Background: an optimization exercise with open tools, aiming at small area, a short achievable clock period and few clock cycles per item. Do not read the settings as production practice. The RTL was checked by simulation tests, not by an equivalence proof against the original design. Power figures rest on the tool's default switching activity, not on a simulated workload.

v12:
## top_k_score_list
module top_k_score_list #(
    parameter int LIST_DEPTH = 16
) (
    input  logic        i_clk,
    input  logic        i_rst_n,
    input  logic        i_req_valid,
    output logic        i_req_ready,
    input  logic [1:0]  i_req_cmd,
    input  logic [15:0] i_req_hit_id,
    input  logic [31:0] i_req_hit_score,
    input  logic [3:0]  i_req_read_pos,
    output logic        o_rsp_valid,
    input  logic        o_rsp_ready,
    output logic        o_rsp_placed,
    output logic [3:0]  o_rsp_place_pos,
    output logic        o_rsp_dropped_valid,
    output logic [15:0] o_rsp_dropped_id,
    output logic [31:0] o_rsp_dropped_score,
    output logic        o_rsp_read_valid,
    output logic [15:0] o_rsp_read_id,
    output logic [31:0] o_rsp_read_score,
    output logic [4:0]  o_rsp_fill_count,
    input  logic        psel,
    input  logic        penable,
    input  logic        pwrite,
    input  logic [2:0]  paddr,
    input  logic [31:0] pwdata,
    output logic [31:0] prdata,
    output logic        pready
);
    localparam int D  = 16;
    localparam int RW = 56;    
    localparam int OW = 108;   
    function automatic logic [4:0] f_eff_cap(input logic [4:0] cap);
        logic [4:0] res;
        if (cap == 5'd0) begin
            res = 5'd1;
        end else if (cap > 5'd16) begin
            res = 5'd16;
        end else begin
            res = cap;
        end
        f_eff_cap = res;
    endfunction
    logic [4:0] r_capacity;
    logic [4:0] r_eff_cap;
    logic       r_pready;
    logic [4:0] r_prdata;
    logic       w_cfg_wr;
    assign pready    = r_pready;
  ...
clock: 6.0 ns
lec_check: 0
abc_area: 1
cap_margin: 20
core_margin: 2
core_utilization: 40
cts_cluster_diameter: 80
cts_cluster_size: 24
place_density: 0.6
setup_slack_margin: 3.7
slew_margin: 20
run.sh (not shown) runs the stock make flow with config.mk's settings and CLKGATE_MAP_FILE= SYNTH_SCRIPT=/design/flow/synth_recipe.tcl, a recipe that flattens the netlist after the stock synthesis.
No stage failed in v12, and the final checks on the layout all came back clean.
Testbench counts of v12, summed over its fixed seeds: cycles 24,024, items 24,000.
What v58 does differently from v12 at the input level:
# v12
export LEC_CHECK = 0
export ABC_AREA = 1
export CAP_MARGIN = 20
export CORE_MARGIN = 2
export CORE_UTILIZATION = 40
export CTS_CLUSTER_DIAMETER = 80
export CTS_CLUSTER_SIZE = 24
export PLACE_DENSITY = 0.6
export SETUP_SLACK_MARGIN = 3.7
export SLEW_MARGIN = 20
create_clock -name core_clock -period 6.0 [get_ports {i_clk}]
# v58
export LEC_CHECK = 0
export ABC_AREA = 1
export CAP_MARGIN = 20
export CORE_MARGIN = 2
export CORE_UTILIZATION = 40
export CTS_CLUSTER_DIAMETER = 80
export CTS_CLUSTER_SIZE = 24
export PLACE_DENSITY = 0.6
export SETUP_SLACK_MARGIN = 3.3
export SLEW_MARGIN = 20
create_clock -name core_clock -period 6.0 [get_ports {i_clk}]
Findings:
v58 finished every step from synthesis to the final layout, and the layout passed the timing, design-rule and antenna checks. Clock network contribution to total cell area was lower in v12 than in v58. Via count of the first global-routing pass of v58 falls short of that of v12 by a few percent. Looking at routed length on met2 across v58 and v12, the one that comes out lower is v58. Summary of the comparison: met2 usage is lower in v58, relative to v12. Changes observed in v58 relative to v12: quantity of gates resized following cts -1012; reported leakage power shows a reduction of about 9%; overall power after layout now sits lower; total cell area at the placement stage held steady; clock network power share picked up an extra 1.2 points. v58 and v12 ended up with nearly the same clock network power.
Here is what was changed in the inputs of v18 compared with v58.
# v58
export LEC_CHECK = 0
export ABC_AREA = 1
export CAP_MARGIN = 20
export CORE_MARGIN = 2
export CORE_UTILIZATION = 40
export CTS_CLUSTER_DIAMETER = 80
export CTS_CLUSTER_SIZE = 24
export PLACE_DENSITY = 0.6
export SETUP_SLACK_MARGIN = 3.3
export SLEW_MARGIN = 20
create_clock -name core_clock -period 6.0 [get_ports {i_clk}]
# v18
export LEC_CHECK = 0
export ABC_AREA = 1
export CAP_MARGIN = 20
export CORE_MARGIN = 2
export CORE_UTILIZATION = 40
export CTS_CLUSTER_DIAMETER = 80
export CTS_CLUSTER_SIZE = 24
export PLACE_DENSITY = 0.6
export SETUP_SLACK_MARGIN = 4.0
export SLEW_MARGIN = 20
create_clock -name core_clock -period 6.0 [get_ports {i_clk}]
==> comparison <==
Changes observed in v18 relative to v58: final routed wirelength across all metal layers increased by 40000 um relative to the old numbers; multi-input gate share of the layout cell area went up; global-route usage now sits higher; vias per cell shows an increase of 2.8%. Taking v58 as the reference point, the share of power burned in combinational logic of v18 rises by 4.1 points. As of v18, final-layout clock buffer total had risen by a few percent compared to v58. v18 has final hold slack below what v58 had. | netlist area before placement | v58 vs v18 | ≈ equal |. Against v58 as the reference, v18 delivers a higher utilization. Worst setup slack on v18 is ahead of v58. Against v58, via count in v18 came out worse.
### v18 -> v53
# v18
export LEC_CHECK = 0
export ABC_AREA = 1
export CAP_MARGIN = 20
export CORE_MARGIN = 2
export CORE_UTILIZATION = 40
export CTS_CLUSTER_DIAMETER = 80
export CTS_CLUSTER_SIZE = 24
export PLACE_DENSITY = 0.6
export SETUP_SLACK_MARGIN = 4.0
export SLEW_MARGIN = 20
create_clock -name core_clock -period 6.0 [get_ports {i_clk}]
# v53
export LEC_CHECK = 0
export ABC_AREA = 1
export CAP_MARGIN = 20
export CORE_MARGIN = 2
export CORE_UTILIZATION = 40
export CTS_CLUSTER_DIAMETER = 80
export CTS_CLUSTER_SIZE = 24
export PLACE_DENSITY = 0.6
export SETUP_SLACK_MARGIN = 3.3
export SLEW_MARGIN = 20
export TNS_END_PERCENT = 5
create_clock -name core_clock -period 6.0 [get_ports {i_clk}]
--- outcome ---
- Number of logic stages on the critical path including buffering: v53 vs v18 up 4
- The startpoint of the most critical setup path comes out r_out[13] in one run and r2_rsel[9] in the other, namely in v18 and v53 respectively.
- v53 vs. v18: multi-input combinational cell count roughly the same; post-route cell area fell 16000 sq um; number of standard cells after synthesis neither gained nor lost much; critical path buffer and inverter count has increased.
- v53 | stages: all done | timing, DRC, antenna: all pass
- [compare] base=v18 new=v53: final core utilization shows a reduction of 9.5 points, via count of the routed design went down, power in combinational cells decreased 34%, initial antenna violation count moved up.
- Routability-driven placement congestion ratio, v53 vs v18: down by a few percent
- Against v18 as the reference, v53 delivers a lower sum of internal, switching and leakage power.

* * *

top_k_score_list, a different RTL version from the one above (not shown whole).
Size: ~240 I/O pins, about 63000 um^2 of cells after synthesis.
clock: 6.0 ns
lec_check: 0
abc_area: 1
cap_margin: 20
core_margin: 2
core_utilization: 40
cts_cluster_diameter: 80
cts_cluster_size: 24
place_density: 0.6
setup_slack_margin: 3.5
slew_margin: 20
Testbench counts at the start, summed over its fixed seeds: cycles 24,024, items 24,000.
Then changed:
- CORE_UTILIZATION: 40 -> 55
- PLACE_DENSITY: 0.6 -> 0.7
What happened: Via count grows by about 0.37%. Final area is lower by 1.5%. Count of clock-buffer cells in the layout stays the same. Flip-flop and latch count does not change. Synthesized cell count is unchanged. Setup slack loses 0.040 ns. Cell count drops by about 6.6%.

==> what the ideal ports hide <==
The flow's constraints put no driver on any port. The routed layouts listed below were extracted and timed again, unchanged, in two steps. Step 1, drivers: a clkbuf_16 drives i_clk and a buf_2 each remaining input, both assumed. Step 2 times the ports against the registers' clock, not the clock port: input delays grow and output delays shrink by t, the midpoint of the rising clock arrivals with the driver on. Slacks: ideal ports / drivers / drivers and shift; pairs: ideal ports / drivers.
| run | t, ns | slack for setup (ns) | hold WS [ns] | worst data-port slew with drivers (ns) |
|---|---|---|---|---|
| v12 | 0.831 | 3.462 / 3.373 / 2.780 | 0.415 / 0.415 / 0.415 | 0.21 |
| v58 | 0.845 | 3.258 / 3.259 / 2.414 | 0.427 / 0.427 / 0.427 | 0.22 |
| v18 | 0.854 | 3.461 / 3.363 / 2.966 | 0.423 / 0.423 / 0.423 | 0.15 |
| v53 | 0.847 | 2.928 / 2.928 / 2.324 | 0.422 / 0.422 / 0.422 | 0.20 |
| the first run of note 2 | 0.798 | 2.768 / 2.768 / 2.246 | 0.425 / 0.425 / 0.425 | 0.21 |
| the second run of note 2 | 0.780 | 2.728 / 2.728 / 2.346 | 0.421 / 0.421 / 0.421 | 0.15 |
After both steps setup and hold are still met in every run listed. The setup slack of v58, which loses most, moves by +0.001 ns with the drivers and by -0.844 ns with both steps.
